This is an optimization exercise on Yosys and OpenROAD, whose aim is small area, not a production implementation.
RTL that was checked went through simulation tests only; none was proved equivalent to the original.
Only the layout flow was run in runs 1 and 2; the RTL was not checked for function there.
Power figures rest on the tool's default switching activity, not on a simulated workload.

**flow/design.v**
```verilog
`timescale 1ns/1ps
module chan_cut (
  input  logic clk_i,
  input  logic arst_n_i,
  input  logic valid_i,
  input  logic ready_i,
  output logic main_load_o,
  output logic main_valid_o,
  output logic skid_valid_o
);
  logic main_valid_q;
  logic skid_valid_q;
  logic main_load;
  assign main_load = ~main_valid_q | ready_i;
  assign main_load_o  = main_load;
  assign main_valid_o = main_valid_q;
  assign skid_valid_o = skid_valid_q;
  always_ff @(posedge clk_i or negedge arst_n_i) begin
    if (!arst_n_i) begin
      main_valid_q <= 1'b0;
      skid_valid_q <= 1'b0;
    end else if (main_load) begin
      main_valid_q <= skid_valid_q | valid_i;
      skid_valid_q <= 1'b0;
    end else if (valid_i) begin
      skid_valid_q <= 1'b1;
    end
  end
endmodule
`timescale 1ns/1ps
`timescale 1ns/1ps
module borrow_from_n (
  input  logic g_n_i,
  input  logic p_n_i,
  input  logic c_n_i,
  output logic c_o
);
  assign c_o = ~(g_n_i & (p_n_i | c_n_i));
endmodule
module borrow_to_n (
  input  logic g_i,
  input  logic p_i,
  input  logic c_i,
  output logic c_n_o
);
  assign c_n_o = ~(p_i & (g_i | c_i));
endmodule
module less_than (
  input  logic [31:0] a_i,
  input  logic [31:0] a_n_i,
  input  logic [31:0] b_i,
  input  logic [31:0] b_n_i,
  output logic        lt_o
);
  logic [32:0] c;     
  logic [32:0] c_n;   
  assign c_n[1] = ~(a_n_i[0] & b_i[0]);
  for (genvar k = 1; k < 32; k++) begin : gen_bit
    if (k % 2 == 1) begin : gen_odd
      borrow_from_n i_step (
        .g_n_i (~(a_n_i[k] & b_i[k])),
        .p_n_i (~(a_n_i[k] | b_i[k])),
        .c_n_i (c_n[k]),
        .c_o   (c[k+1])
      );
    end else begin : gen_even
      borrow_to_n i_step (
        .g_i   (~(a_i[k] | b_n_i[k])),
        .p_i   (~(a_i[k] & b_n_i[k])),
        .c_i   (c[k]),
        .c_n_o (c_n[k+1])
      );
    end
  end
  assign lt_o = c[32];
endmodule
module addr_decoder #(
  parameter int unsigned NoRules = 4
) (
  input  logic [31:0]           addr_i,
  input  logic [NoRules*2-1:0]  map_idx_i,
  input  logic [NoRules*32-1:0] map_start_i,
  input  logic [NoRules*32-1:0] map_end_i,
  input  logic [NoRules*32-1:0] map_start_n_i,
  input  logic [NoRules*32-1:0] map_end_n_i,
  input  logic                  en_default_i,
  input  logic [1:0]            default_idx_i,
  output logic [1:0]            sel_o
);
  logic [31:0]        addr_n;
  logic [NoRules-1:0] below_start;
  logic [NoRules-1:0] below_end;
  for (genvar k = 0; k < 32; k++) begin : gen_addr_n
    if (k % 2 == 1 || k == 0) begin : gen_used
      assign addr_n[k] = ~addr_i[k];
    end else begin : gen_unused
      assign addr_n[k] = 1'b0;
    end
  end
  for (genvar r = 0; r < NoRules; r++) begin : gen_rule
    less_than i_lt_start (
      .a_i   (addr_i),
      .a_n_i (addr_n),
      .b_i   (map_start_i[r*32 +: 32]),
      .b_n_i (map_start_n_i[r*32 +: 32]),
      .lt_o  (below_start[r])
    );
    less_than i_lt_end (
      .a_i   (addr_i),
      .a_n_i (addr_n),
      .b_i   (map_end_i[r*32 +: 32]),
      .b_n_i (map_end_n_i[r*32 +: 32]),
      .lt_o  (below_end[r])
    );
  end
  logic hit;
  always_comb begin
    hit = 1'b0;
    if (en_default_i) begin
      sel_o = default_idx_i;
    end else begin
      sel_o = 2'd3;
    end
    for (int r = 0; r < NoRules; r++) begin
      if (!hit && !below_start[r] && below_end[r]) begin
        hit   = 1'b1;
        sel_o = map_idx_i[r*2 +: 2];
      end
    end
  end
endmodule
`timescale 1ns/1ps
`timescale 1ns/1ps
module lite_demux #(
  parameter int unsigned NoLanes  = 3,
  parameter int unsigned MaxTrans = 4
) (
  input  logic                 clk_i,
  input  logic                 arst_n_i,
  input  logic [31:0]          aw_addr_i,
  input  logic                 aw_valid_i,
  output logic                 aw_ready_o,
  input  logic [31:0]          w_data_i,
  input  logic [3:0]           w_strb_i,
  input  logic                 w_valid_i,
  output logic                 w_ready_o,
  output logic [1:0]           b_resp_o,
  output logic                 b_valid_o,
  input  logic                 b_ready_i,
  input  logic [31:0]          ar_addr_i,
  input  logic                 ar_valid_i,
  output logic                 ar_ready_o,
  output logic [31:0]          r_data_o,
  output logic [1:0]           r_resp_o,
  output logic                 r_valid_o,
  input  logic                 r_ready_i,
  input  logic [1:0]           aw_sel_i,
  input  logic [1:0]           ar_sel_i,
  output logic [31:0]          m_aw_addr_o,
  output logic [NoLanes-1:0]   m_aw_valid_o,
  input  logic [NoLanes-1:0]   m_aw_ready_i,
  output logic [31:0]          m_w_data_o,
  output logic [3:0]           m_w_strb_o,
  output logic [NoLanes-1:0]   m_w_valid_o,
  input  logic [NoLanes-1:0]   m_w_ready_i,
  input  logic [NoLanes*2-1:0] m_b_resp_i,
  input  logic [NoLanes-1:0]   m_b_valid_i,
  output logic [NoLanes-1:0]   m_b_ready_o,
  output logic [31:0]          m_ar_addr_o,
  output logic [NoLanes-1:0]   m_ar_valid_o,
  input  logic [NoLanes-1:0]   m_ar_ready_i,
  input  logic [NoLanes*32-1:0] m_r_data_i,
  input  logic [NoLanes*2-1:0] m_r_resp_i,
  input  logic [NoLanes-1:0]   m_r_valid_i,
  output logic [NoLanes-1:0]   m_r_ready_o
);
  localparam int unsigned CntWidth = $clog2(MaxTrans + 1);
  localparam logic [CntWidth-1:0] MaxCnt = MaxTrans;
  logic [1:0]          w_tgt_q;
  logic [1:0]          r_tgt_q;
  logic [CntWidth-1:0] w_cnt_q;
  logic [CntWidth-1:0] r_cnt_q;
  logic w_free, r_free;
  logic w_go, r_go;
  logic w_err, r_err;
  logic b_pend, r_pend;
  logic aw_hs, ar_hs, b_hs, r_hs;
  logic w_lane_hs, ar_lane_hs;
  logic aw_main_v, aw_skid_v, w_main_v, w_skid_v, b_main_v, b_skid_v;
  logic ar_main_v, ar_skid_v, r_main_v, r_skid_v;
  logic [1:0]  b_resp_q;
  logic [1:0]  r_resp_q;
  assign w_err = (w_tgt_q >= NoLanes);
  assign r_err = (r_tgt_q >= NoLanes);
  assign b_pend = w_err & (w_cnt_q != '0);
  assign r_pend = r_err & (r_cnt_q != '0);
  assign w_free = (w_cnt_q == '0) || ((aw_sel_i == w_tgt_q) && (w_cnt_q != MaxCnt));
  assign r_free = (r_cnt_q == '0) || ((ar_sel_i == r_tgt_q) && (r_cnt_q != MaxCnt));
  assign w_go = w_free && aw_valid_i && w_valid_i;
  assign r_go = r_free && ar_valid_i;
  assign aw_hs = w_go & ~aw_skid_v & ~w_skid_v & ~b_pend;
  assign ar_hs = r_go & ~ar_skid_v & ~r_pend;
  assign aw_ready_o = aw_hs;
  assign w_ready_o  = aw_hs;
  assign ar_ready_o = ar_hs;
  assign w_lane_hs  = aw_hs & (aw_sel_i < NoLanes);
  assign ar_lane_hs = ar_hs & (ar_sel_i < NoLanes);
  assign b_valid_o = b_main_v | b_pend;
  assign r_valid_o = r_main_v | r_pend;
  assign b_resp_o  = b_resp_q | {2{w_err}};
  assign r_resp_o  = r_resp_q | {2{r_err}};
  assign b_hs = b_valid_o & b_ready_i;
  assign r_hs = r_valid_o & r_ready_i;
  logic aw_lane_ready, w_lane_ready, ar_lane_ready;
  always_comb begin
    aw_lane_ready = 1'b0;
    w_lane_ready  = 1'b0;
    ar_lane_ready = 1'b0;
    for (int l = 0; l < NoLanes; l++) begin
      aw_lane_ready |= m_aw_ready_i[l] & (w_tgt_q == l);
      w_lane_ready  |= m_w_ready_i[l]  & (w_tgt_q == l);
      ar_lane_ready |= m_ar_ready_i[l] & (r_tgt_q == l);
    end
  end
  always_comb begin
    for (int l = 0; l < NoLanes; l++) begin
      m_aw_valid_o[l] = aw_main_v & (w_tgt_q == l);
      m_w_valid_o[l]  = w_main_v  & (w_tgt_q == l);
      m_b_ready_o[l]  = ~(b_skid_v & (w_tgt_q == l));
      m_ar_valid_o[l] = ar_main_v & (r_tgt_q == l);
      m_r_ready_o[l]  = ~(r_skid_v & (r_tgt_q == l));
    end
  end
  logic [1:0]  b_in_resp;
  logic [33:0] r_in;
  always_comb begin
    b_in_resp = '0;
    r_in      = '0;
    for (int l = 0; l < NoLanes; l++) begin
      b_in_resp = b_in_resp | (m_b_resp_i[l*2 +: 2] & {2{m_b_valid_i[l]}});
      r_in      = r_in | ({m_r_data_i[l*32 +: 32], m_r_resp_i[l*2 +: 2]} & {34{m_r_valid_i[l]}});
    end
  end
  logic             aw_main_load;
  logic [31:0] aw_main_q, aw_skid_q;
  chan_cut i_aw_cut (
    .clk_i, .arst_n_i,
    .valid_i      (w_lane_hs),
    .ready_i      (aw_lane_ready),
    .main_load_o  (aw_main_load),
    .main_valid_o (aw_main_v),
    .skid_valid_o (aw_skid_v)
  );
  always_ff @(posedge clk_i) begin
    if (aw_main_load) begin
      aw_main_q <= aw_skid_v ? aw_skid_q : aw_addr_i;
    end
    if (!aw_skid_v) begin
      aw_skid_q <= aw_addr_i;
    end
  end
  assign m_aw_addr_o = aw_main_q;
  logic             w_main_load;
  logic [35:0] w_main_q, w_skid_q;
  chan_cut i_w_cut (
    .clk_i, .arst_n_i,
    .valid_i      (w_lane_hs),
    .ready_i      (w_lane_ready),
    .main_load_o  (w_main_load),
    .main_valid_o (w_main_v),
    .skid_valid_o (w_skid_v)
  );
  always_ff @(posedge clk_i) begin
    if (w_main_load) begin
      w_main_q <= w_skid_v ? w_skid_q : {w_data_i, w_strb_i};
    end
    if (!w_skid_v) begin
      w_skid_q <= {w_data_i, w_strb_i};
    end
  end
  assign {m_w_data_o, m_w_strb_o} = w_main_q;
  logic             b_main_load;
  logic [1:0] b_main_q, b_skid_q;
  chan_cut i_b_cut (
    .clk_i, .arst_n_i,
    .valid_i      (|m_b_valid_i),
    .ready_i      (b_ready_i),
    .main_load_o  (b_main_load),
    .main_valid_o (b_main_v),
    .skid_valid_o (b_skid_v)
  );
  always_ff @(posedge clk_i) begin
    if (b_main_load) begin
      b_main_q <= b_skid_v ? b_skid_q : b_in_resp;
    end
    if (!b_skid_v) begin
      b_skid_q <= b_in_resp;
    end
  end
  assign b_resp_q = b_main_q;
  logic             ar_main_load;
  logic [31:0] ar_main_q, ar_skid_q;
  chan_cut i_ar_cut (
    .clk_i, .arst_n_i,
    .valid_i      (ar_lane_hs),
    .ready_i      (ar_lane_ready),
    .main_load_o  (ar_main_load),
    .main_valid_o (ar_main_v),
    .skid_valid_o (ar_skid_v)
  );
  always_ff @(posedge clk_i) begin
    if (ar_main_load) begin
      ar_main_q <= ar_skid_v ? ar_skid_q : ar_addr_i;
    end
    if (!ar_skid_v) begin
      ar_skid_q <= ar_addr_i;
    end
  end
  assign m_ar_addr_o = ar_main_q;
  logic             r_main_load;
  logic [33:0] r_main_q, r_skid_q;
  chan_cut i_r_cut (
    .clk_i, .arst_n_i,
    .valid_i      (|m_r_valid_i),
    .ready_i      (r_ready_i),
    .main_load_o  (r_main_load),
    .main_valid_o (r_main_v),
    .skid_valid_o (r_skid_v)
  );
  always_ff @(posedge clk_i) begin
    if (r_main_load) begin
      r_main_q <= r_skid_v ? r_skid_q : r_in;
    end
    if (!r_skid_v) begin
      r_skid_q <= r_in;
    end
  end
  assign {r_data_o, r_resp_q} = r_main_q;
  always_ff @(posedge clk_i or negedge arst_n_i) begin
    if (!arst_n_i) begin
      w_tgt_q <= '0;
      r_tgt_q <= '0;
      w_cnt_q <= '0;
      r_cnt_q <= '0;
    end else begin
      if (aw_hs) begin
        w_tgt_q <= aw_sel_i;
      end
      if (ar_hs) begin
        r_tgt_q <= ar_sel_i;
      end
      case ({aw_hs, b_hs})
        2'b10:   w_cnt_q <= w_cnt_q + 1'b1;
        2'b01:   w_cnt_q <= w_cnt_q - 1'b1;
        default: w_cnt_q <= w_cnt_q;
      endcase
      case ({ar_hs, r_hs})
        2'b10:   r_cnt_q <= r_cnt_q + 1'b1;
        2'b01:   r_cnt_q <= r_cnt_q - 1'b1;
        default: r_cnt_q <= r_cnt_q;
      endcase
    end
  end
endmodule
`timescale 1ns/1ps
module xbar_unmuxed (
  input  logic          clk_i,
  input  logic          arst_n_i,
  input  logic [63:0]   s_aw_addr,
  input  logic [1:0]    s_aw_valid,
  output logic [1:0]    s_aw_ready,
  input  logic [63:0]   s_w_data,
  input  logic [7:0]    s_w_strb,
  input  logic [1:0]    s_w_valid,
  output logic [1:0]    s_w_ready,
  output logic [3:0]    s_b_resp,
  output logic [1:0]    s_b_valid,
  input  logic [1:0]    s_b_ready,
  input  logic [63:0]   s_ar_addr,
  input  logic [1:0]    s_ar_valid,
  output logic [1:0]    s_ar_ready,
  output logic [63:0]   s_r_data,
  output logic [3:0]    s_r_resp,
  output logic [1:0]    s_r_valid,
  input  logic [1:0]    s_r_ready,
  output logic [191:0]  m_aw_addr,
  output logic [5:0]    m_aw_valid,
  input  logic [5:0]    m_aw_ready,
  output logic [191:0]  m_w_data,
  output logic [23:0]   m_w_strb,
  output logic [5:0]    m_w_valid,
  input  logic [5:0]    m_w_ready,
  input  logic [11:0]   m_b_resp,
  input  logic [5:0]    m_b_valid,
  output logic [5:0]    m_b_ready,
  output logic [191:0]  m_ar_addr,
  output logic [5:0]    m_ar_valid,
  input  logic [5:0]    m_ar_ready,
  input  logic [191:0]  m_r_data,
  input  logic [11:0]   m_r_resp,
  input  logic [5:0]    m_r_valid,
  output logic [5:0]    m_r_ready,
  input  logic [7:0]    map_idx_i,
  input  logic [127:0]  map_start_i,
  input  logic [127:0]  map_end_i,
  input  logic [1:0]    en_default_mst_i,
  input  logic [3:0]    default_mst_i
);
  localparam int unsigned NoSlv = 2;
  localparam int unsigned NoMst = 3;
  logic [127:0] map_start_n;
  logic [127:0] map_end_n;
  for (genvar k = 0; k < 128; k++) begin : gen_map_n
    if (k % 2 == 0 && k % 32 != 0) begin : gen_used
      assign map_start_n[k] = ~map_start_i[k];
      assign map_end_n[k]   = ~map_end_i[k];
    end else begin : gen_unused
      assign map_start_n[k] = 1'b0;
      assign map_end_n[k]   = 1'b0;
    end
  end
  for (genvar i = 0; i < NoSlv; i++) begin : gen_slv_port
    localparam int unsigned NoLanes = (i == 0) ? 3 : 2;
    logic [1:0] aw_sel;
    logic [1:0] ar_sel;
    logic [NoLanes-1:0]    p_aw_valid, p_aw_ready, p_w_valid, p_w_ready;
    logic [NoLanes-1:0]    p_b_valid, p_b_ready;
    logic [NoLanes-1:0]    p_ar_valid, p_ar_ready, p_r_valid, p_r_ready;
    logic [NoLanes*2-1:0]  p_b_resp, p_r_resp;
    logic [NoLanes*32-1:0] p_r_data;
    logic [31:0]           p_aw_addr, p_w_data, p_ar_addr;
    logic [3:0]            p_w_strb;
    addr_decoder i_aw_dec (
      .addr_i        (s_aw_addr[i*32 +: 32]),
      .map_idx_i     (map_idx_i),
      .map_start_i   (map_start_i),
      .map_end_i     (map_end_i),
      .map_start_n_i (map_start_n),
      .map_end_n_i   (map_end_n),
      .en_default_i  (en_default_mst_i[i]),
      .default_idx_i (default_mst_i[i*2 +: 2]),
      .sel_o         (aw_sel)
    );
    addr_decoder i_ar_dec (
      .addr_i        (s_ar_addr[i*32 +: 32]),
      .map_idx_i     (map_idx_i),
      .map_start_i   (map_start_i),
      .map_end_i     (map_end_i),
      .map_start_n_i (map_start_n),
      .map_end_n_i   (map_end_n),
      .en_default_i  (en_default_mst_i[i]),
      .default_idx_i (default_mst_i[i*2 +: 2]),
      .sel_o         (ar_sel)
    );
    lite_demux #(.NoLanes(NoLanes)) i_demux (
      .clk_i         (clk_i),
      .arst_n_i      (arst_n_i),
      .aw_addr_i     (s_aw_addr[i*32 +: 32]),
      .aw_valid_i    (s_aw_valid[i]),
      .aw_ready_o    (s_aw_ready[i]),
      .w_data_i      (s_w_data[i*32 +: 32]),
      .w_strb_i      (s_w_strb[i*4 +: 4]),
      .w_valid_i     (s_w_valid[i]),
      .w_ready_o     (s_w_ready[i]),
      .b_resp_o      (s_b_resp[i*2 +: 2]),
      .b_valid_o     (s_b_valid[i]),
      .b_ready_i     (s_b_ready[i]),
      .ar_addr_i     (s_ar_addr[i*32 +: 32]),
      .ar_valid_i    (s_ar_valid[i]),
      .ar_ready_o    (s_ar_ready[i]),
      .r_data_o      (s_r_data[i*32 +: 32]),
      .r_resp_o      (s_r_resp[i*2 +: 2]),
      .r_valid_o     (s_r_valid[i]),
      .r_ready_i     (s_r_ready[i]),
      .aw_sel_i      (aw_sel),
      .ar_sel_i      (ar_sel),
      .m_aw_addr_o   (p_aw_addr),
      .m_aw_valid_o  (p_aw_valid),
      .m_aw_ready_i  (p_aw_ready),
      .m_w_data_o    (p_w_data),
      .m_w_strb_o    (p_w_strb),
      .m_w_valid_o   (p_w_valid),
      .m_w_ready_i   (p_w_ready),
      .m_b_resp_i    (p_b_resp),
      .m_b_valid_i   (p_b_valid),
      .m_b_ready_o   (p_b_ready),
      .m_ar_addr_o   (p_ar_addr),
      .m_ar_valid_o  (p_ar_valid),
      .m_ar_ready_i  (p_ar_ready),
      .m_r_data_i    (p_r_data),
      .m_r_resp_i    (p_r_resp),
      .m_r_valid_i   (p_r_valid),
      .m_r_ready_o   (p_r_ready)
    );
    for (genvar j = 0; j < NoMst; j++) begin : gen_cross_mst
      localparam int unsigned K = j*NoSlv + i;
      if (j < NoLanes) begin : gen_connected
        assign m_aw_addr[K*32 +: 32] = p_aw_addr;
        assign m_aw_valid[K]         = p_aw_valid[j];
        assign p_aw_ready[j]         = m_aw_ready[K];
        assign m_w_data[K*32 +: 32]  = p_w_data;
        assign m_w_strb[K*4 +: 4]    = p_w_strb;
        assign m_w_valid[K]          = p_w_valid[j];
        assign p_w_ready[j]          = m_w_ready[K];
        assign p_b_resp[j*2 +: 2]    = m_b_resp[K*2 +: 2];
        assign p_b_valid[j]          = m_b_valid[K];
        assign m_b_ready[K]          = p_b_ready[j];
        assign m_ar_addr[K*32 +: 32] = p_ar_addr;
        assign m_ar_valid[K]         = p_ar_valid[j];
        assign p_ar_ready[j]         = m_ar_ready[K];
        assign p_r_data[j*32 +: 32]  = m_r_data[K*32 +: 32];
        assign p_r_resp[j*2 +: 2]    = m_r_resp[K*2 +: 2];
        assign p_r_valid[j]          = m_r_valid[K];
        assign m_r_ready[K]          = p_r_ready[j];
      end else begin : gen_disconnected
        assign m_aw_addr[K*32 +: 32] = '0;
        assign m_aw_valid[K]         = 1'b0;
        assign m_w_data[K*32 +: 32]  = '0;
        assign m_w_strb[K*4 +: 4]    = '0;
        assign m_w_valid[K]          = 1'b0;
        assign m_b_ready[K]          = 1'b0;
        assign m_ar_addr[K*32 +: 32] = '0;
        assign m_ar_valid[K]         = 1'b0;
        assign m_r_ready[K]          = 1'b0;
      end
    end
  end
endmodule
```
**flow/run.sh**
```bash
#!/bin/bash
# synth_recipe.tcl (not shown) runs the flow's synth.tcl, then flattens the netlist and writes it again
# the make line also repeats each setting of config.mk as NAME=value (left out here)
make -C /OpenROAD-flow-scripts/flow DESIGN_CONFIG=/design/flow/config.mk WORK_HOME=/design/flow/orfs CLKGATE_MAP_FILE= SYNTH_SCRIPT=/design/flow/synth_recipe.tcl finish
```
**flow/config.mk**
```make
export PLATFORM = sky130hd
export DESIGN_NAME = xbar_unmuxed
export DESIGN_NICKNAME = xbar_unmuxed
export VERILOG_FILES = /design/flow/design.v
export SDC_FILE = /design/flow/constraint.sdc
export NUM_CORES = 4
export LEC_CHECK = 0
export CAP_MARGIN = 20
export CORE_AREA = 5 5 535 535
export DIE_AREA = 0 0 540 540
export SLEW_MARGIN = 20
export SYNTH_HIERARCHICAL = 1
export SYNTH_MINIMUM_KEEP_SIZE = 0
```
**flow/constraint.sdc**
```tcl
create_clock -name core_clock -period 12.0 [get_ports {clk_i}]
set_input_delay 2.4000 -clock core_clock [delete_from_list [all_inputs] [get_ports {clk_i}]]
set_output_delay 2.4000 -clock core_clock [all_outputs]
set_load 0.01 [all_outputs]
```
==> results of run 1 <==
==> worst max-delay path: cells and delay by family <==
kind,cells,cell delay (ns)
AND/OR/NAND/NOR,3,0.29
buffers and inverters,9,1.67
AO/OA/AOI/OAI,34,4.93
==> layer usage <==
layer / up-vias / global-route usage [%] / routed length (µm) / share of wire (%)
met1: 18200 / 18.6 / 95500 / 36
li1: 18800 / - / - / -
met3: 585 / 7.89 / 32200 / 12
met5: - / 0 / 635 / 0.24
met2: 1971 / 28.2 / 119000 / 45
met4: 96 / 8.68 / 16700 / 6.3
==> worst min path at each step <==
stage          cells past startpoint                                   end  slack [ns]
4_1_cts                            1    gen_slv_port[0].i_demux.r_cnt_q[2]        0.46
3_5_place_dp                       1    gen_slv_port[0].i_demux.r_cnt_q[2]        0.45
2_1_floorplan                      2   gen_slv_port[1].i_demux.b_skid_q[0]        0.43
3_3_place_gp                       2   gen_slv_port[1].i_demux.r_skid_q[1]        0.44
5_1_grt                            2  gen_slv_port[0].i_demux.r_skid_q[18]        0.48
6_report                           2  gen_slv_port[0].i_demux.r_skid_q[18]        0.46
==> cell type report <==
type / instances / area (µm²)
Antenna cell: 96 / 240
Timing Repair Buffer: 1537 / 15100
Fill cell: 31200 / 222000
Tap cell: 3724 / 4660
Sequential cell: 584 / 14600
Multi-Input combinational cell: 3769 / 19400
Clock buffer: 102 / 2280
Timing Repair inverter: 1 / 7.51
Clock inverter: 53 / 504
Inverter: 239 / 910
==> stage by stage <==
stage / setup WS [ns] / total power, mW
after floorplan: 2.39 / 4.18
after global placement: -0.647 / 6.01
after detailed placement: -0.567 / 6.02
after CTS: -0.0862 / 8.72
after global routing: -0.0582 / 9.02
final: 0.280 / 8.59
==> registers in the layout, summed over array words and instances (netlist names), 4 cells and up <==
register                        cells
gen_slv_port.i_demux.ar_main_q     64
gen_slv_port.i_demux.r_skid_q      68
gen_slv_port.i_demux.w_cnt_q        6
gen_slv_port.i_demux.aw_skid_q     64
gen_slv_port.i_demux.r_main_q      68
gen_slv_port.i_demux.b_main_q       4
gen_slv_port.i_demux.aw_main_q     64
gen_slv_port.i_demux.r_tgt_q        4
gen_slv_port.i_demux.w_tgt_q        4
gen_slv_port.i_demux.w_main_q      72
gen_slv_port.i_demux.b_skid_q       4
gen_slv_port.i_demux.w_skid_q      72
gen_slv_port.i_demux.ar_skid_q     64
gen_slv_port.i_demux.r_cnt_q        6
==> power groups by stage <==
stage / logic [mW] / clock network, mW / registers [mW]
after floorplan: 1.43 / 0 / 2.75
after global routing: 3.35 / 2.75 / 2.91
after detailed placement: 3.10 / 0 / 2.92
final: 3.15 / 2.59 / 2.86
after CTS: 3.13 / 2.70 / 2.89
after global placement: 3.08 / 0 / 2.92
==> repair_timing <==
| action | in CTS | in global routing |
|---|---|---|
| pin swaps | 42 | 243 |
| endpoints found under the setup margin | 6 | 6 |
| setup buffers | 7 | 5 |
| gates cloned | 1 | 0 |
| gates resized for setup | 82 | 207 |
| hold buffers | 0 | 0 |
==> impl_metrics.yaml, run 1 <==
outcome:
  status: "finished clean"
setup_path:
  cpPeakStageDelay_ns: 0.49
  critPathCapture: "s_aw_ready[0]"
  r2r_cells: 5
  crit_path_end_kind: "primary output"
  critical_path_arrival_ns: 9.32
  reg2reg_from: "gen_slv_port[0].i_demux.r_tgt_q[0]"
  reg2reg_slack_ns: 8.86
  r2r-end: "gen_slv_port[0].i_demux.ar_main_q[12]"
  critPathLaunchType: "input port"
  cp_data_required_time_ns: 9.60
  critPathMaxFanout: 7
  cp-startpoint: "s_aw_addr[2]"
  crit_top_cell: "o21ai_1"
  path_class: "in -> out"
  cp_slowest_cell: "clkdlybuf4s50_1"
cells_and_area:
  final_area_um2: 57700
  layout_common_cells: "clkdlybuf4s50_1, nand2_1, nor2_1, o21ai_1"
  stdcell_count: 10100
  nNetsFinal: 6954
  syn2layout_area_growth_pct: 54.0
  fin_util_pct: 20.6
  layout-drive-gt1-share_pct: 14.1
  final_common_cell: "clkdlybuf4s50_1"
drt:
  first_pass_iters: 6
  wl_per_cell_um: 26.1
  via_per_inst: 3.92
  vias: 39600
  drc: 0
  drtIter0Drc: 3523
  wirelength_um: 264000
  antenna_left: 0
placement:
  gp_congestion: 0.939
  place_area_um2: 53700
  dp_hpwl_um: 224000
  dp.cells: 9841
  io_buffers: 1293
floorplan:
  die_height_um: 540
  fp.dieW_um: 540
  die-area_um2: 292000
  core_region_area_um2: 280000
  fp-row-count: 194
  io_pins: 1440
  initial_core_util_pct: 13.4
clocking:
  numCtsBuffers: 86
  cts_tree: "done"
  clock-sinks: 584
  cts-htree-levels: 3
  clock_path_buffers: 4
  clock_latency_ns: 0.79
  root_buffer: "clkbuf_16"
  path_clk_slew_ns: 0.06
power:
  power.switching_mw: 3.10
  switching_share_pct: 36.1
  seqPwrFrac_pct: 33.3
  vdd_ir_drop_max_v: 0.000103
  leakage_nw: 22.9
  p_clk_share_pct: 30.1
  comb_power_share_pct: 36.6
  p_int_mw: 5.49
  powerDensity_nw_per_um2: 149
sta:
  period_share_pct: 97.7
  final_hold_viol_count: 0
  fin_setup_tns_ns: 0
  holdWs_ns: 0.462
  fin_crit_ns: 11.72
  maxSlewViolCount: 0
  slew_headroom_pct: 15.4
  setup_violations: 0
  skew_ns: 0.0583
  fmax_mhz: 85.3
  worst_slew_pin_slew_ns: 1.27
min_path:
  min_path_type: "reg -> reg"
  hold_start: "gen_slv_port[0].i_demux.r_skid_q[18]"
global_route:
  grt_pass1_vias: 35300
  grt_pass1_wl_um: 335000
  grt_max_degree: 70
  antenna_found_initial: 223
  overflow: 0
  track_usage_pct: 17.2
synth:
  syn_area_um2: 37500
  syn_inst: 5020
  synth_warnings: 10
  syn_avg_cell_area_um2: 7.47
job:
  maxCapViolations: 0
==> run 2: changes to the inputs <==
==> flow/flow/run.sh (new file) <==
#!/bin/bash
# The standard layout, with the port buffers made of the smallest buffer
# cell instead of the one buffer_ports picks by default. Every input and
# output port still gets its own buffer.
set -euo pipefail
bash standard.sh "BUFFER_PORTS_ARGS=-buffer_cell sky130_fd_sc_hd__buf_1" finish > standard.log 2>&1
==> flow/standard.sh (new file) <==
#!/bin/bash
# synth_recipe.tcl (not shown) runs the flow's synth.tcl, then flattens the netlist and writes it again
# the make line also repeats each setting of config.mk as NAME=value (left out here)
make -C /OpenROAD-flow-scripts/flow DESIGN_CONFIG=/design/flow/config.mk WORK_HOME=/design/flow/orfs CLKGATE_MAP_FILE= SYNTH_SCRIPT=/design/flow/synth_recipe.tcl "${@:-finish}"
removed: flow/run.sh
==> impl_metrics.yaml, run 2 <==
setup_path:
  reg2reg_from: "gen_slv_port[0].i_demux.r_tgt_q[0]"
  cp_data_required_time_ns: 9.60
  cp_slowest_cell: "o41ai_2"
  cp_top_family: "compound AO/OA/AOI/OAI gates"
  r2r_cells: 5
  crit_top_cell: "o21ai_1"
  worst-path-stages: 46
  reg2reg_slack_ns: 8.82
  r2r-end: "gen_slv_port[0].i_demux.ar_main_q[14]"
  crit_path_end_kind: "primary output"
  path_class: "in -> out"
  cpPeakStageDelay_ns: 0.33
  critPathLaunchType: "input port"
  critical_path_arrival_ns: 9.29
  crit_buf_inv: 8
  critPathMaxFanout: 8
min_path:
  min_path_type: "reg -> reg"
  hold_start: "gen_slv_port[0].i_demux.r_skid_q[15]"
  worstHoldEndpoint: "gen_slv_port[0].i_demux.r_skid_q[15]"
  hold_depth: 2
clocking:
  cts_tree: "done"
  numCtsBuffers: 85
  path_clk_slew_ns: 0.05
  root_buffer: "clkbuf_16"
  clock_latency_ns: 0.80
  clock_path_buffers: 4
  cts-htree-levels: 3
  clock-sinks: 584
floorplan:
  fp.dieW_um: 540
  fp-row-count: 194
  io_pins: 1440
  die-area_um2: 292000
  initial_core_util_pct: 13.4
  die_height_um: 540
  core_region_area_um2: 280000
synth:
  synth_warnings: 10
  syn_inst: 5020
  syn_avg_cell_area_um2: 7.47
  syn_area_um2: 37500
sta:
  fmax_mhz: 85.5
  holdWs_ns: 0.459
  period_share_pct: 97.5
  final_hold_viol_count: 0
  skew_ns: 0.0724
  setup_violations: 0
  fin_crit_ns: 11.69
  maxSlewViolCount: 0
  slew_headroom_pct: 19.7
  worst_slew_pin_slew_ns: 1.20
placement:
  dp_hpwl_um: 222000
  gp_congestion: 0.979
  dp.cells: 9795
  io_buffers: 1293
  place_area_um2: 45100
global_route:
  overflow: 0
  grt_pass1_wl_um: 328000
  grt_max_degree: 70
  track_usage_pct: 16.9
  antenna_found_initial: 236
  grt_pass1_vias: 33800
cells_and_area:
  stdcell_count: 10100
  syn2layout_area_growth_pct: 29.1
  ff_latch_area_um2: 14600
  multiInputGateArea_um2: 18800
  final_common_cell: "buf_1"
  fillCellCount: 31900
  final_area_um2: 48400
  layout-drive-gt1-share_pct: 10.8
  layout_common_cells: "buf_1, nand2_1, nor2_1, o21ai_1"
  reg_top3: "gen_slv_port.i_demux.w_main_q (72), gen_slv_port.i_demux.w_skid_q (72)"
  nNetsFinal: 6896
power:
  leakage_nw: 18.7
  switching_share_pct: 39.2
  p_clk_share_pct: 33.1
  comb_power_share_pct: 30.3
  power.switching_mw: 3.05
  seqPwrFrac_pct: 36.6
  vdd_ir_drop_max_v: 0.000106
  p_int_mw: 4.74
  power.total_mw: 7.79
  powerDensity_nw_per_um2: 161
drt:
  wirelength_um: 261000
  vias: 39400
  antenna_left: 0
  via_per_inst: 3.92
  wl_per_cell_um: 26.0
  first_pass_iters: 9
  drc: 0
  drtIter0Drc: 3990
job:
  maxCapViolations: 0
outcome:
  status: "finished clean"
-- run 2: how the worst max path moves through the flow --
stage                         end          start  slack (ns)
floorplan            s_w_ready[0]   s_aw_addr[1]        2.39
global placement    s_ar_ready[0]   s_ar_addr[0]       -0.13
detailed placement  s_ar_ready[0]   s_ar_addr[0]       -0.06
CTS                 s_ar_ready[1]  s_ar_addr[32]      0.0002
global route         s_w_ready[1]  s_aw_addr[33]       -0.01
finish              s_ar_ready[0]   s_ar_addr[1]        0.31
-- run 2: final cells by class --
cell class              instances  share of cell area (%)
clock buffers                 103                    4.68
multi-input cells            3769                    38.8
well taps                    3724                    9.63
repair inverters                1                  0.0155
clock inverters                48                    1.06
inverters                     239                    1.87
flip-flops and latches        584                    30.2
diodes                        112                   0.579
repair buffers               1480                    13.2
-- run 2: metal layers --
layer,routed length (µm),up-vias,track usage [%],share of wire [%]
met5,668,-,0,0.26
met4,17500,96,10.1,6.7
met3,32900,608,8.12,13
met2,116000,2156,26.9,45
met1,93600,17900,18.3,36
li1,-,18600,-,-
-- run 2: power by group through the flow --
stage	logic (mW)	registers, mW	clock network [mW]
2_1_floorplan	1.43	2.75	0
3_3_place_gp	2.34	2.91	0
3_5_place_dp	2.35	2.91	0
4_1_cts	2.37	2.87	2.70
5_1_grt	2.55	2.90	2.75
6_report	2.36	2.85	2.58
-- run 2: timing repair --
item	in CTS	in global routing
setup buffers	0	1
hold buffers	0	0
gates resized for setup	3	73
pin swaps	0	26
hold endpoints to repair	0	0
gates cloned	0	1
endpoints found under the setup margin	2	6
-- run 2: per-stage QoR --
stage | setup slack (ns) | TNS [ns] | utilization (%)
floorplan | 2.39 | 0 | -
global placement | -0.133 | -0.190 | 16.1
detailed placement | -0.0626 | -0.0626 | 16.1
CTS | 0.000235 | 0 | 17.1
global route | -0.0148 | -0.0148 | 17.3
finish | 0.305 | 0 | 17.3
-- run 2: tightest hold or removal path, stage by stage, from the launching register on --
cell and delay (ns):
dfxtp_1 0.29, inv_1 0.04, mux2i_1 0.07
==> run 3: changes to the inputs <==
--- a/flow/design.v
+++ b/flow/design.v
@@ -86,5 +86,7 @@
   input  logic                  en_default_i,
   input  logic [1:0]            default_idx_i,
-  output logic [1:0]            sel_o
+  input  logic [1:0]            tgt_i,
+  output logic [1:0]            sel_o,
+  output logic                  sel_is_tgt_o
 );
   logic [31:0]        addr_n;
@@ -114,4 +116,22 @@
     );
   end
+  logic [NoRules-1:0] match;
+  logic [NoRules-1:0] idx_is_tgt;
+  logic [1:0]         dflt;
+  logic               dflt_is_tgt;
+  assign match       = ~below_start & below_end;
+  assign dflt        = en_default_i ? default_idx_i : 2'd3;
+  assign dflt_is_tgt = (dflt == tgt_i);
+  for (genvar r = 0; r < NoRules; r++) begin : gen_idx_is_tgt
+    assign idx_is_tgt[r] = (map_idx_i[r*2 +: 2] == tgt_i);
+  end
+  always_comb begin
+    sel_is_tgt_o = dflt_is_tgt;
+    for (int r = NoRules - 1; r >= 0; r--) begin
+      if (match[r]) begin
+        sel_is_tgt_o = idx_is_tgt[r];
+      end
+    end
+  end
   logic hit;
   always_comb begin
@@ -123,5 +143,5 @@
     end
     for (int r = 0; r < NoRules; r++) begin
-      if (!hit && !below_start[r] && below_end[r]) begin
+      if (!hit && match[r]) begin
         hit   = 1'b1;
         sel_o = map_idx_i[r*2 +: 2];
@@ -157,4 +177,8 @@
   input  logic [1:0]           aw_sel_i,
   input  logic [1:0]           ar_sel_i,
+  input  logic                 aw_sel_is_tgt_i,
+  input  logic                 ar_sel_is_tgt_i,
+  output logic [1:0]           w_tgt_o,
+  output logic [1:0]           r_tgt_o,
   output logic [31:0]          m_aw_addr_o,
   output logic [NoLanes-1:0]   m_aw_valid_o,
@@ -191,10 +215,12 @@
   logic [1:0]  b_resp_q;
   logic [1:0]  r_resp_q;
+  assign w_tgt_o = w_tgt_q;
+  assign r_tgt_o = r_tgt_q;
   assign w_err = (w_tgt_q >= NoLanes);
   assign r_err = (r_tgt_q >= NoLanes);
   assign b_pend = w_err & (w_cnt_q != '0);
   assign r_pend = r_err & (r_cnt_q != '0);
-  assign w_free = (w_cnt_q == '0) || ((aw_sel_i == w_tgt_q) && (w_cnt_q != MaxCnt));
-  assign r_free = (r_cnt_q == '0) || ((ar_sel_i == r_tgt_q) && (r_cnt_q != MaxCnt));
+  assign w_free = (w_cnt_q == '0) || (aw_sel_is_tgt_i && (w_cnt_q != MaxCnt));
+  assign r_free = (r_cnt_q == '0) || (ar_sel_is_tgt_i && (r_cnt_q != MaxCnt));
   assign w_go = w_free && aw_valid_i && w_valid_i;
   assign r_go = r_free && ar_valid_i;
@@ -424,4 +450,8 @@
     logic [1:0] aw_sel;
     logic [1:0] ar_sel;
+    logic [1:0] w_tgt;
+    logic [1:0] r_tgt;
+    logic       aw_sel_is_tgt;
+    logic       ar_sel_is_tgt;
     logic [NoLanes-1:0]    p_aw_valid, p_aw_ready, p_w_valid, p_w_ready;
     logic [NoLanes-1:0]    p_b_valid, p_b_ready;
@@ -440,5 +470,7 @@
       .en_default_i  (en_default_mst_i[i]),
       .default_idx_i (default_mst_i[i*2 +: 2]),
-      .sel_o         (aw_sel)
+      .tgt_i         (w_tgt),
+      .sel_o         (aw_sel),
+      .sel_is_tgt_o  (aw_sel_is_tgt)
     );
     addr_decoder i_ar_dec (
@@ -451,5 +483,7 @@
       .en_default_i  (en_default_mst_i[i]),
       .default_idx_i (default_mst_i[i*2 +: 2]),
-      .sel_o         (ar_sel)
+      .tgt_i         (r_tgt),
+      .sel_o         (ar_sel),
+      .sel_is_tgt_o  (ar_sel_is_tgt)
     );
     lite_demux #(.NoLanes(NoLanes)) i_demux (
@@ -475,4 +509,8 @@
       .aw_sel_i      (aw_sel),
       .ar_sel_i      (ar_sel),
+      .aw_sel_is_tgt_i (aw_sel_is_tgt),
+      .ar_sel_is_tgt_i (ar_sel_is_tgt),
+      .w_tgt_o       (w_tgt),
+      .r_tgt_o       (r_tgt),
       .m_aw_addr_o   (p_aw_addr),
       .m_aw_valid_o  (p_aw_valid),
--- a/flow/config.mk
+++ b/flow/config.mk
@@ -8,5 +8,9 @@
 export CAP_MARGIN = 20
 export CORE_AREA = 5 5 535 535
+export CTS_BUF_LIST = sky130_fd_sc_hd__clkbuf_8
+export CTS_CLUSTER_DIAMETER = 50
+export CTS_CLUSTER_SIZE = 12
 export DIE_AREA = 0 0 540 540
+export SETUP_SLACK_MARGIN = 0.3
 export SLEW_MARGIN = 20
 export SYNTH_HIERARCHICAL = 1
==> impl_metrics.yaml, run 3 <==
placement:
  gp_congestion: 0.947
  io_buffers: 1293
  dp.cells: 9732
  dp_hpwl_um: 200000
  place_ws_ns: 0.351
sta:
  slew_headroom_pct: 28.5
  holdWs_ns: 0.463
  worst_slew_pin_slew_ns: 1.07
  setup_violations: 0
  fin_setup_tns_ns: 0
  final_hold_viol_count: 0
  fin_crit_ns: 11.24
  fmax_mhz: 89.0
  period_share_pct: 93.7
  maxSlewViolCount: 0
  rsz0062_at_grt: "false"
  skew_ns: 0.106
  postLayoutSetupSlackWorst_ns: 0.760
min_path:
  hold_start: "gen_slv_port[0].i_demux.r_skid_q[2]"
  min_path_type: "reg -> reg"
drt:
  first_pass_iters: 8
  wl_per_cell_um: 23.2
  via_per_inst: 3.81
  wirelength_um: 231000
  drtIter0Drc: 2748
  vias: 37900
  antenna_left: 0
  drc: 0
clocking:
  cts_hold_buf: 0
  cts_tree: "done"
  cts-htree-levels: 3
  path_clk_slew_ns: 0.06
  clock_path_buffers: 4
  clock-sinks: 584
  clock_latency_ns: 0.89
  root_buffer: "clkbuf_8"
  numCtsBuffers: 94
setup_path:
  critPathLaunchType: "input port"
  critPathMaxFanout: 16
  crit_path_end_kind: "primary output"
  cp_slowest_cell: "a311oi_1"
  cp_data_required_time_ns: 9.60
  cp-startpoint: "s_ar_addr[1]"
  reg2reg_from: "gen_slv_port[0].i_demux.w_tgt_q[0]"
  cpPeakStageDelay_ns: 0.33
  critical_path_arrival_ns: 8.84
  crit_top_cell: "o21ai_1"
  path_class: "in -> out"
cells_and_area:
  syn2layout_area_growth_pct: 25.2
  fin_util_pct: 16.9
  stdcell_count: 9964
  reg_top3: "gen_slv_port.i_demux.w_main_q (72), gen_slv_port.i_demux.w_skid_q (72)"
  layout_common_cells: "buf_1, nand2_1, nor2_1, o21ai_1"
  nNetsFinal: 6854
  final_common_cell: "buf_1"
  layout-drive-gt1-share_pct: 10.3
power:
  leakage_nw: 18.1
  vdd_ir_drop_max_v: 0.000102
  powerDensity_nw_per_um2: 150
floorplan:
  fp.dieW_um: 540
  die-area_um2: 292000
  initial_core_util_pct: 13.5
  core_region_area_um2: 280000
  fp-row-count: 194
  die_height_um: 540
  io_pins: 1440
global_route:
  grt_max_degree: 70
  antenna_found_initial: 254
  overflow: 0
  track_usage_pct: 15.0
  grt_pass1_vias: 33000
  grt_pass1_wl_um: 297000
outcome:
  status: "finished clean"
synth:
  syn_inst: 5052
  syn_area_um2: 37700
  synth_warnings: 10
  syn_avg_cell_area_um2: 7.45
job:
  maxCapViolations: 0
==> run 3: cell type report <==
cell class	count	area, µm²
Tap cell	3724	4660
Timing Repair Buffer	1396	5700
Timing Repair inverter	1	7.51
Multi-Input combinational cell	3781	19000
Sequential cell	584	14600
Inverter	260	1000
Antenna cell	49	123
Fill cell	32100	233000
Clock inverter	72	676
Clock buffer	97	1340
==> run 3: path summary, 6_finish.rpt <==
path                                                            endpoint  slack [ns]  cells past startpoint
max in group asynchronous   gen_slv_port[0].i_demux.i_w_cut.skid_valid_q        9.88                      2
min reg2reg                          gen_slv_port[0].i_demux.r_skid_q[2]        0.46                      2
max reg2reg                           gen_slv_port[0].i_demux.w_cnt_q[2]        9.22                     12
max                                                        s_ar_ready[0]        0.76                     44
min                                  gen_slv_port[0].i_demux.r_skid_q[2]        0.46                      2
min in group asynchronous  gen_slv_port[0].i_demux.i_ar_cut.main_valid_q        1.60                      2
==> run 3: worst max-delay path, delay by kind of cell <==
| family | cells | cell delay [ns] |
|---|---|---|
| buffers and inverters | 4 | 0.63 |
| and+or+nand+nor | 4 | 0.60 |
| AOI/OAI and AO/OA | 36 | 5.16 |
==> run 3: timing repair <==
item / CTS / global route
buffers inserted: 0 / 11
setup endpoints to repair: 0 / 6
resized for setup: 0 / 113
==> run 3: stage by stage <==
stage	cell area (µm²)	total power, mW
global placement	44500	5.17
detailed placement	44500	5.19
global route	47100	7.49
CTS	46500	7.19
finish	47100	7.06
floorplan	38000	4.27
==> run 3: where the power goes <==
group,internal (mW),switching (mW)
registers,2.53,0.349
clock network,0.935,0.996
logic,0.724,1.53
==> run 3: per-layer routing <==
| layer | track usage [%] | up-vias | share of wire (%) |
|---|---|---|---|
| li1 | - | 18500 | - |
| met1 | 14.1 | 17000 | 33 |
| met2 | 30.4 | 1734 | 55 |
| met3 | 3.77 | 651 | 7.1 |
| met4 | 6.00 | 74 | 5.1 |
| met5 | 0 | - | 0.23 |
==> run 4: changes to the inputs <==
--- a/flow/design.v
+++ b/flow/design.v
@@ -75,4 +75,49 @@
   assign lt_o = c[32];
 endmodule
+module late_nor2b (   
+  input  logic a_i,
+  input  logic b_i,
+  output logic y_o
+);
+  assign y_o = ~a_i & b_i;
+endmodule
+module late_nand2b (   
+  input  logic a_i,
+  input  logic b_i,
+  output logic y_o
+);
+  assign y_o = ~(~a_i & b_i);
+endmodule
+module late_nor2 (
+  input  logic a_i,
+  input  logic b_i,
+  output logic y_o
+);
+  assign y_o = ~(a_i | b_i);
+endmodule
+module late_nand2 (
+  input  logic a_i,
+  input  logic b_i,
+  output logic y_o
+);
+  assign y_o = ~(a_i & b_i);
+endmodule
+module late_nand3 (
+  input  logic a_i,
+  input  logic b_i,
+  input  logic c_i,
+  output logic y_o
+);
+  assign y_o = ~(a_i & b_i & c_i);
+endmodule
+module late_nand4 (
+  input  logic a_i,
+  input  logic b_i,
+  input  logic c_i,
+  input  logic d_i,
+  output logic y_o
+);
+  assign y_o = ~(a_i & b_i & c_i & d_i);
+endmodule
 module addr_decoder #(
   parameter int unsigned NoRules = 4
@@ -87,6 +132,7 @@
   input  logic [1:0]            default_idx_i,
   input  logic [1:0]            tgt_i,
+  input  logic                  hit_en_i,
   output logic [1:0]            sel_o,
-  output logic                  sel_is_tgt_o
+  output logic [1:0]            hit_o   
 );
   logic [31:0]        addr_n;
@@ -117,21 +163,27 @@
   end
   logic [NoRules-1:0] match;
-  logic [NoRules-1:0] idx_is_tgt;
+  logic [NoRules-1:0] no_match;
+  logic [NoRules-1:0] idx_hit;
   logic [1:0]         dflt;
-  logic               dflt_is_tgt;
-  assign match       = ~below_start & below_end;
-  assign dflt        = en_default_i ? default_idx_i : 2'd3;
-  assign dflt_is_tgt = (dflt == tgt_i);
-  for (genvar r = 0; r < NoRules; r++) begin : gen_idx_is_tgt
-    assign idx_is_tgt[r] = (map_idx_i[r*2 +: 2] == tgt_i);
-  end
-  always_comb begin
-    sel_is_tgt_o = dflt_is_tgt;
-    for (int r = NoRules - 1; r >= 0; r--) begin
-      if (match[r]) begin
-        sel_is_tgt_o = idx_is_tgt[r];
-      end
-    end
-  end
+  logic               dflt_hit;
+  logic               none_01;
+  logic [4:0]         term_n;
+  assign dflt     = en_default_i ? default_idx_i : 2'd3;
+  assign dflt_hit = (dflt == tgt_i) & hit_en_i;
+  for (genvar r = 0; r < NoRules; r++) begin : gen_match
+    late_nor2b  i_match    (.a_i(below_start[r]), .b_i(below_end[r]), .y_o(match[r]));
+    late_nand2b i_no_match (.a_i(below_start[r]), .b_i(below_end[r]), .y_o(no_match[r]));
+    assign idx_hit[r] = (map_idx_i[r*2 +: 2] == tgt_i) & hit_en_i;
+  end
+  late_nor2  i_none_01 (.a_i(match[0]), .b_i(match[1]), .y_o(none_01));
+  late_nand2 i_term_0  (.a_i(match[0]), .b_i(idx_hit[0]), .y_o(term_n[0]));
+  late_nand3 i_term_1  (.a_i(no_match[0]), .b_i(match[1]), .c_i(idx_hit[1]), .y_o(term_n[1]));
+  late_nand3 i_term_2  (.a_i(none_01), .b_i(match[2]), .c_i(idx_hit[2]), .y_o(term_n[2]));
+  late_nand4 i_term_3  (.a_i(none_01), .b_i(no_match[2]), .c_i(match[3]), .d_i(idx_hit[3]),
+                        .y_o(term_n[3]));
+  late_nand4 i_term_4  (.a_i(none_01), .b_i(no_match[2]), .c_i(no_match[3]), .d_i(dflt_hit),
+                        .y_o(term_n[4]));
+  late_nand2 i_hit_a   (.a_i(term_n[0]), .b_i(term_n[1]), .y_o(hit_o[0]));
+  late_nand3 i_hit_b   (.a_i(term_n[2]), .b_i(term_n[3]), .c_i(term_n[4]), .y_o(hit_o[1]));
   logic hit;
   always_comb begin
@@ -152,4 +204,13 @@
 `timescale 1ns/1ps
 `timescale 1ns/1ps
+module late_o31a (
+  input  logic a1_i,
+  input  logic a2_i,
+  input  logic a3_i,
+  input  logic b1_i,
+  output logic y_o
+);
+  assign y_o = (a1_i | a2_i | a3_i) & b1_i;
+endmodule
 module lite_demux #(
   parameter int unsigned NoLanes  = 3,
@@ -177,6 +238,8 @@
   input  logic [1:0]           aw_sel_i,
   input  logic [1:0]           ar_sel_i,
-  input  logic                 aw_sel_is_tgt_i,
-  input  logic                 ar_sel_is_tgt_i,
+  input  logic [1:0]           aw_sel_is_tgt_i,   
+  input  logic [1:0]           ar_sel_is_tgt_i,
+  output logic                 w_room_o,
+  output logic                 r_room_o,
   output logic [1:0]           w_tgt_o,
   output logic [1:0]           r_tgt_o,
@@ -205,6 +268,4 @@
   logic [CntWidth-1:0] w_cnt_q;
   logic [CntWidth-1:0] r_cnt_q;
-  logic w_free, r_free;
-  logic w_go, r_go;
   logic w_err, r_err;
   logic b_pend, r_pend;
@@ -221,10 +282,13 @@
   assign b_pend = w_err & (w_cnt_q != '0);
   assign r_pend = r_err & (r_cnt_q != '0);
-  assign w_free = (w_cnt_q == '0) || (aw_sel_is_tgt_i && (w_cnt_q != MaxCnt));
-  assign r_free = (r_cnt_q == '0) || (ar_sel_is_tgt_i && (r_cnt_q != MaxCnt));
-  assign w_go = w_free && aw_valid_i && w_valid_i;
-  assign r_go = r_free && ar_valid_i;
-  assign aw_hs = w_go & ~aw_skid_v & ~w_skid_v & ~b_pend;
-  assign ar_hs = r_go & ~ar_skid_v & ~r_pend;
+  assign w_room_o = (w_cnt_q != MaxCnt);
+  assign r_room_o = (r_cnt_q != MaxCnt);
+  logic w_early, r_early;
+  assign w_early = aw_valid_i & w_valid_i & ~aw_skid_v & ~w_skid_v & ~b_pend;
+  assign r_early = ar_valid_i & ~ar_skid_v & ~r_pend;
+  late_o31a i_aw_hs (.a1_i(w_cnt_q == '0), .a2_i(aw_sel_is_tgt_i[0]), .a3_i(aw_sel_is_tgt_i[1]),
+                     .b1_i(w_early), .y_o(aw_hs));
+  late_o31a i_ar_hs (.a1_i(r_cnt_q == '0), .a2_i(ar_sel_is_tgt_i[0]), .a3_i(ar_sel_is_tgt_i[1]),
+                     .b1_i(r_early), .y_o(ar_hs));
   assign aw_ready_o = aw_hs;
   assign w_ready_o  = aw_hs;
@@ -452,6 +516,8 @@
     logic [1:0] w_tgt;
     logic [1:0] r_tgt;
-    logic       aw_sel_is_tgt;
-    logic       ar_sel_is_tgt;
+    logic [1:0] aw_sel_is_tgt;
+    logic [1:0] ar_sel_is_tgt;
+    logic       w_room;
+    logic       r_room;
     logic [NoLanes-1:0]    p_aw_valid, p_aw_ready, p_w_valid, p_w_ready;
     logic [NoLanes-1:0]    p_b_valid, p_b_ready;
@@ -471,6 +537,7 @@
       .default_idx_i (default_mst_i[i*2 +: 2]),
       .tgt_i         (w_tgt),
+      .hit_en_i      (w_room),
       .sel_o         (aw_sel),
-      .sel_is_tgt_o  (aw_sel_is_tgt)
+      .hit_o         (aw_sel_is_tgt)
     );
     addr_decoder i_ar_dec (
@@ -484,6 +551,7 @@
       .default_idx_i (default_mst_i[i*2 +: 2]),
       .tgt_i         (r_tgt),
+      .hit_en_i      (r_room),
       .sel_o         (ar_sel),
-      .sel_is_tgt_o  (ar_sel_is_tgt)
+      .hit_o         (ar_sel_is_tgt)
     );
     lite_demux #(.NoLanes(NoLanes)) i_demux (
@@ -512,4 +580,6 @@
       .ar_sel_is_tgt_i (ar_sel_is_tgt),
       .w_tgt_o       (w_tgt),
+      .w_room_o      (w_room),
+      .r_room_o      (r_room),
       .r_tgt_o       (r_tgt),
       .m_aw_addr_o   (p_aw_addr),
--- a/flow/config.mk
+++ b/flow/config.mk
@@ -12,5 +12,5 @@
 export CTS_CLUSTER_SIZE = 12
 export DIE_AREA = 0 0 540 540
-export SETUP_SLACK_MARGIN = 0.3
+export SETUP_SLACK_MARGIN = 0.1
 export SLEW_MARGIN = 20
 export SYNTH_HIERARCHICAL = 1
==> impl_metrics.yaml, run 4 <==
setup_path:
  critical_path_arrival_ns: 9.24
  cpPeakStageDelay_ns: 0.42
  crit_path_end_kind: "primary output"
  critPathLaunchType: "input port"
  reg2reg_slack_ns: 8.71
  cp-startpoint: "s_ar_addr[0]"
  cp_slowest_cell: "buf_1"
  r2r-end: "gen_slv_port[1].i_demux.w_cnt_q[2]"
  reg2reg_from: "gen_slv_port[1].i_demux.w_tgt_q[1]"
  crit_top_cell: "o21ai_1"
  path_class: "in -> out"
  critPathMaxFanout: 8
  critPathCapture: "s_ar_ready[0]"
  cp_data_required_time_ns: 9.60
  r2r_cells: 14
clocking:
  numCtsBuffers: 101
  clock_latency_ns: 0.95
  clock-sinks: 584
  root_buffer: "clkbuf_8"
  cts_tree: "done"
  cts-htree-levels: 3
  cts_hold_buf: 0
  path_clk_slew_ns: 0.07
  clock_path_buffers: 4
  cts_setup_buffers: 0
global_route:
  overflow: 0
  track_usage_pct: 16.0
  grt_pass1_wl_um: 314000
  antenna_found_initial: 167
  grt_max_degree: 72
  grt_pass1_vias: 34500
power:
  seqPwrFrac_pct: 39.7
  p_int_mw: 4.20
  power.switching_mw: 3.11
  leakage_nw: 18.1
  comb_power_share_pct: 32.1
  vdd_ir_drop_max_v: 0.000130
  powerDensity_nw_per_um2: 155
  switching_share_pct: 42.5
  p_clk_share_pct: 28.2
drt:
  wirelength_um: 247000
  drc: 0
  antenna_left: 0
  via_per_inst: 3.96
  first_pass_iters: 8
  drtIter0Drc: 4640
  vias: 39800
  wl_per_cell_um: 24.6
synth:
  syn_avg_cell_area_um2: 7.48
  synth_warnings: 10
  syn_area_um2: 38300
  syn_inst: 5114
floorplan:
  io_pins: 1440
  initial_core_util_pct: 13.7
  core_region_area_um2: 280000
  die_height_um: 540
  die-area_um2: 292000
  fp.dieW_um: 540
  fp-row-count: 194
sta:
  skew_ns: 0.158
  maxSlewViolCount: 0
  slew_headroom_pct: 15.4
  period_share_pct: 97.0
  final_hold_viol_count: 0
  rsz0062_at_grt: "true"
  holdWs_ns: 0.464
  fmax_mhz: 85.9
  fin_setup_tns_ns: 0
  setup_violations: 0
  fin_crit_ns: 11.64
  worst_slew_pin_slew_ns: 1.27
cells_and_area:
  layout-drive-gt1-share_pct: 8.46
  layout_common_cells: "buf_1, nand2_1, nor2_1, o21ai_1"
  stdcell_count: 10100
  final_common_cell: "buf_1"
  nNetsFinal: 6874
  syn2layout_area_growth_pct: 23.3
  reg_top3: "gen_slv_port.i_demux.w_main_q (72), gen_slv_port.i_demux.w_skid_q (72)"
placement:
  dp_hpwl_um: 205000
  io_buffers: 1293
  dp.cells: 9759
  gp_congestion: 0.962
outcome:
  status: "finished clean"
min_path:
  min_path_type: "reg -> reg"
job:
  maxCapViolations: 0
run 4: how the worst min path moves through the flow:
stage	to	startpoint	cells after the start	slack, ns
5_1_grt	gen_slv_port[0].i_demux.ar_skid_q[15]	gen_slv_port[0].i_demux.ar_skid_q[15]	1	0.48
4_1_cts	gen_slv_port[0].i_demux.r_skid_q[16]	gen_slv_port[0].i_demux.r_skid_q[16]	2	0.47
3_5_place_dp	gen_slv_port[1].i_demux.r_skid_q[28]	gen_slv_port[1].i_demux.r_skid_q[28]	2	0.46
2_1_floorplan	gen_slv_port[1].i_demux.b_skid_q[0]	gen_slv_port[1].i_demux.b_skid_q[0]	2	0.43
6_report	gen_slv_port[0].i_demux.r_skid_q[9]	gen_slv_port[0].i_demux.r_skid_q[9]	2	0.46
3_3_place_gp	gen_slv_port[1].i_demux.r_skid_q[5]	gen_slv_port[1].i_demux.r_skid_q[5]	2	0.44
run 4: power by group through the flow:
stage               logic, mW  registers [mW]  clock network, mW
floorplan                1.52            2.73                  0
global placement         2.31            2.93                  0
detailed placement       2.33            2.93                  0
CTS                      2.34            2.89               2.15
global route             2.52            2.93               2.22
finish                   2.34            2.90               2.06
run 4: final cells by class:
| class | instances | area, µm² |
|---|---|---|
| multi-input combinational | 3852 | 19200 |
| clock inverter | 76 | 713 |
| antenna | 115 | 288 |
| timing repair buffer | 1355 | 5330 |
| clock buffer | 107 | 1470 |
| tap | 3724 | 4660 |
| sequential | 584 | 14600 |
| fill | 32100 | 232000 |
| inverter | 244 | 927 |
run 4: metrics by stage:
stage	total power, mW	instance area, µm²	worst slack (ns)	util [%]
CTS	7.38	46900	0.321	16.8
global placement	5.24	44700	0.299	16.0
floorplan	4.25	38700	2.96	-
detailed placement	5.26	44700	0.334	16.0
global route	7.68	47100	0.0230	16.8
finish	7.31	47200	0.360	16.9
run 4: per-layer routing:
metal	vias to the layer above	track usage [%]	routed length [µm]
met5	-	0	506
met4	70	10.7	18900
met3	540	7.17	30900
met2	2235	24.4	106000
met1	18300	17.9	91200
li1	18700	-	-
run 4: critical path, delay by kind of cell:
| kind | cells | cell delay [ns] |
|---|---|---|
| simple gates | 4 | 0.50 |
| buf+inv | 3 | 0.74 |
| compound gates | 32 | 5.60 |
run 4: repair_timing:
item                                    in CTS  in global routing
endpoints found under the setup margin       0                  4
endpoints found under the hold margin        0                  0
resized for setup                            0                  7
==> run 5: changes to the inputs <==
--- a/flow/config.mk
+++ b/flow/config.mk
@@ -9,5 +9,5 @@
 export CORE_AREA = 5 5 535 535
 export CTS_BUF_LIST = sky130_fd_sc_hd__clkbuf_8
-export CTS_CLUSTER_DIAMETER = 50
+export CTS_CLUSTER_DIAMETER = 80
 export CTS_CLUSTER_SIZE = 12
 export DIE_AREA = 0 0 540 540
==> impl_metrics.yaml, run 5 <==
outcome:
  status: "finished clean"
power:
  vdd_ir_drop_max_v: 0.000106
  leakage_nw: 17.8
  power.total_mw: 6.88
  powerDensity_nw_per_um2: 148
drt:
  wl_per_cell_um: 24.7
  antenna_left: 0
  first_pass_iters: 7
  drc: 0
  wirelength_um: 247000
  drtIter0Drc: 4551
  via_per_inst: 3.98
  vias: 39800
floorplan:
  fp-row-count: 194
  die_height_um: 540
  io_pins: 1440
  initial_core_util_pct: 13.7
  die-area_um2: 292000
  core_region_area_um2: 280000
  fp.dieW_um: 540
sta:
  fin_crit_ns: 11.64
  maxSlewViolCount: 0
  skew_ns: 0.0915
  fmax_mhz: 85.9
  worst_slew_pin_slew_ns: 1.18
  holdWs_ns: 0.468
  postLayoutSetupSlackWorst_ns: 0.364
  slew_headroom_pct: 20.6
  fin_setup_tns_ns: 0
  setup_violations: 0
  period_share_pct: 97.0
  rsz0062_at_grt: "true"
  final_hold_viol_count: 0
setup_path:
  cp_slowest_cell: "o21ai_1"
  critPathLaunchType: "input port"
  path_class: "in -> out"
  cp_data_required_time_ns: 9.60
  critPathMaxFanout: 8
  reg2reg_slack_ns: 8.68
  critical_path_arrival_ns: 9.24
  cpPeakStageDelay_ns: 0.42
  cp_top_family: "compound AO/OA/AOI/OAI gates"
  crit_path_end_kind: "primary output"
  crit_buf_inv: 3
  crit_top_cell: "o21ai_1"
global_route:
  overflow: 0
  grt_pass1_wl_um: 314000
  grt_pass1_vias: 34200
  antenna_found_initial: 175
  track_usage_pct: 15.9
  grt_max_degree: 72
cells_and_area:
  syn2layout_area_growth_pct: 21.5
  reg_top3: "gen_slv_port.i_demux.w_main_q (72), gen_slv_port.i_demux.w_skid_q (72)"
  layout_common_cells: "buf_1, nand2_1, nor2_1, o21ai_1"
  layout-drive-gt1-share_pct: 7.64
  nNetsFinal: 6854
  fin_util_pct: 16.6
  final_common_cell: "buf_1"
  final_area_um2: 46500
  stdcell_count: 10000
clocking:
  path_clk_slew_ns: 0.09
  numCtsBuffers: 80
  root_buffer: "clkbuf_8"
  clock_path_buffers: 4
  cts_tree: "done"
  cts_hold_buf: 0
  clock-sinks: 584
  clock_latency_ns: 0.89
  cts-htree-levels: 3
placement:
  place_ws_ns: 0.334
  place_area_um2: 44700
  io_buffers: 1293
  gp_congestion: 0.962
  dp.cells: 9759
  dp_hpwl_um: 205000
synth:
  syn_area_um2: 38300
  syn_avg_cell_area_um2: 7.48
  syn_inst: 5114
  synth_warnings: 10
job:
  maxCapViolations: 0
min_path:
  min_path_type: "reg -> reg"
## run 5: worst paths after layout
kind,start,end,depth (start not counted)
worst max-delay path,s_ar_addr[0],s_ar_ready[0],39
worst min-delay path,gen_slv_port[0].i_demux.r_skid_q[9],gen_slv_port[0].i_demux.r_skid_q[9],2
worst max register to register,gen_slv_port[1].i_demux.w_tgt_q[1],gen_slv_port[1].i_demux.w_cnt_q[2],14
worst min register to register,gen_slv_port[0].i_demux.r_skid_q[9],gen_slv_port[0].i_demux.r_skid_q[9],2
max in group asynchronous,arst_n_i,gen_slv_port[0].i_demux.i_ar_cut.skid_valid_q,2
min in group asynchronous,arst_n_i,gen_slv_port[1].i_demux.w_cnt_q[0],2
## run 5: power by group
| group | leakage (nW) | internal [mW] | switching [mW] |
|---|---|---|---|
| Sequential | 5.57 | 2.47 | 0.422 |
| Combinational | 11.3 | 0.698 | 1.65 |
| Clock | 0.859 | 0.707 | 0.934 |
| Total | 17.8 | 3.88 | 3.00 |
## run 5: cell type report
| cell class | instances | area, µm² |
|---|---|---|
| fill | 32200 | 233000 |
| multi-input combinational | 3852 | 19200 |
| sequential | 584 | 14600 |
| timing repair buffer | 1356 | 5340 |
| tap | 3724 | 4660 |
| clock buffer | 82 | 1130 |
| inverter | 244 | 927 |
| clock inverter | 58 | 409 |
| antenna | 104 | 260 |
## run 5: tightest hold or removal path, stage by stage, from the launching register on
cell,delay (ns)
dfxtp_1,0.31
inv_1,0.04
mux2i_1,0.07
## run 5: timing repair
item                       4_1_cts  5_1_grt
setup buffers                    0        0
hold endpoints to repair         0        0
resized for setup                0        7
setup endpoints to repair        0        4
## run 5: layer usage
layer | track usage [%] | wire (µm) | part of all wire, %
met1 | 17.6 | 90100 | 36
met2 | 24.3 | 106000 | 43
met3 | 7.54 | 31400 | 13
met4 | 10.9 | 19000 | 7.7
met5 | 0 | 586 | 0.24

## static timing again, ports no longer ideal
The results above use ideal ports. As a check the final layouts listed here were re-extracted and re-timed, cells and wires unchanged. Step 1 sets driving cells, clkbuf_16 on the clock port and buf_2 on the other inputs (assumed; they add their load-dependent delay and slew). Step 2 adds t to the input delays and takes it off the output delays; t is the mean of the earliest and latest rising clock arrival at the registers after step 1. Input paths then give back, and output paths get back, about the clock's delay inside the block. Three values: no drivers, after step 1, after step 2; two values: the first two.
run	shift t [ns]	setup WS [ns]	hold slack, ns	latest minus earliest clock arrival (ns)
run 1	0.859	0.280 / 0.137 / 0.137	0.462 / 0.462 / 0.462	0.067 / 0.067
run 2	0.853	0.305 / 0.233 / 0.233	0.459 / 0.459 / 0.459	0.075 / 0.075
run 3	0.931	0.760 / 0.666 / 0.666	0.463 / 0.463 / 0.463	0.116 / 0.116
run 4	0.976	0.360 / 0.307 / 0.307	0.464 / 0.464 / 0.464	0.165 / 0.165
run 5	0.948	0.364 / 0.335 / 0.335	0.468 / 0.468 / 0.468	0.094 / 0.093
After both steps setup and hold are still met in every run listed. The setup slack of run 1, which loses most, moves by -0.143 ns with the drivers and by -0.143 ns with both steps.
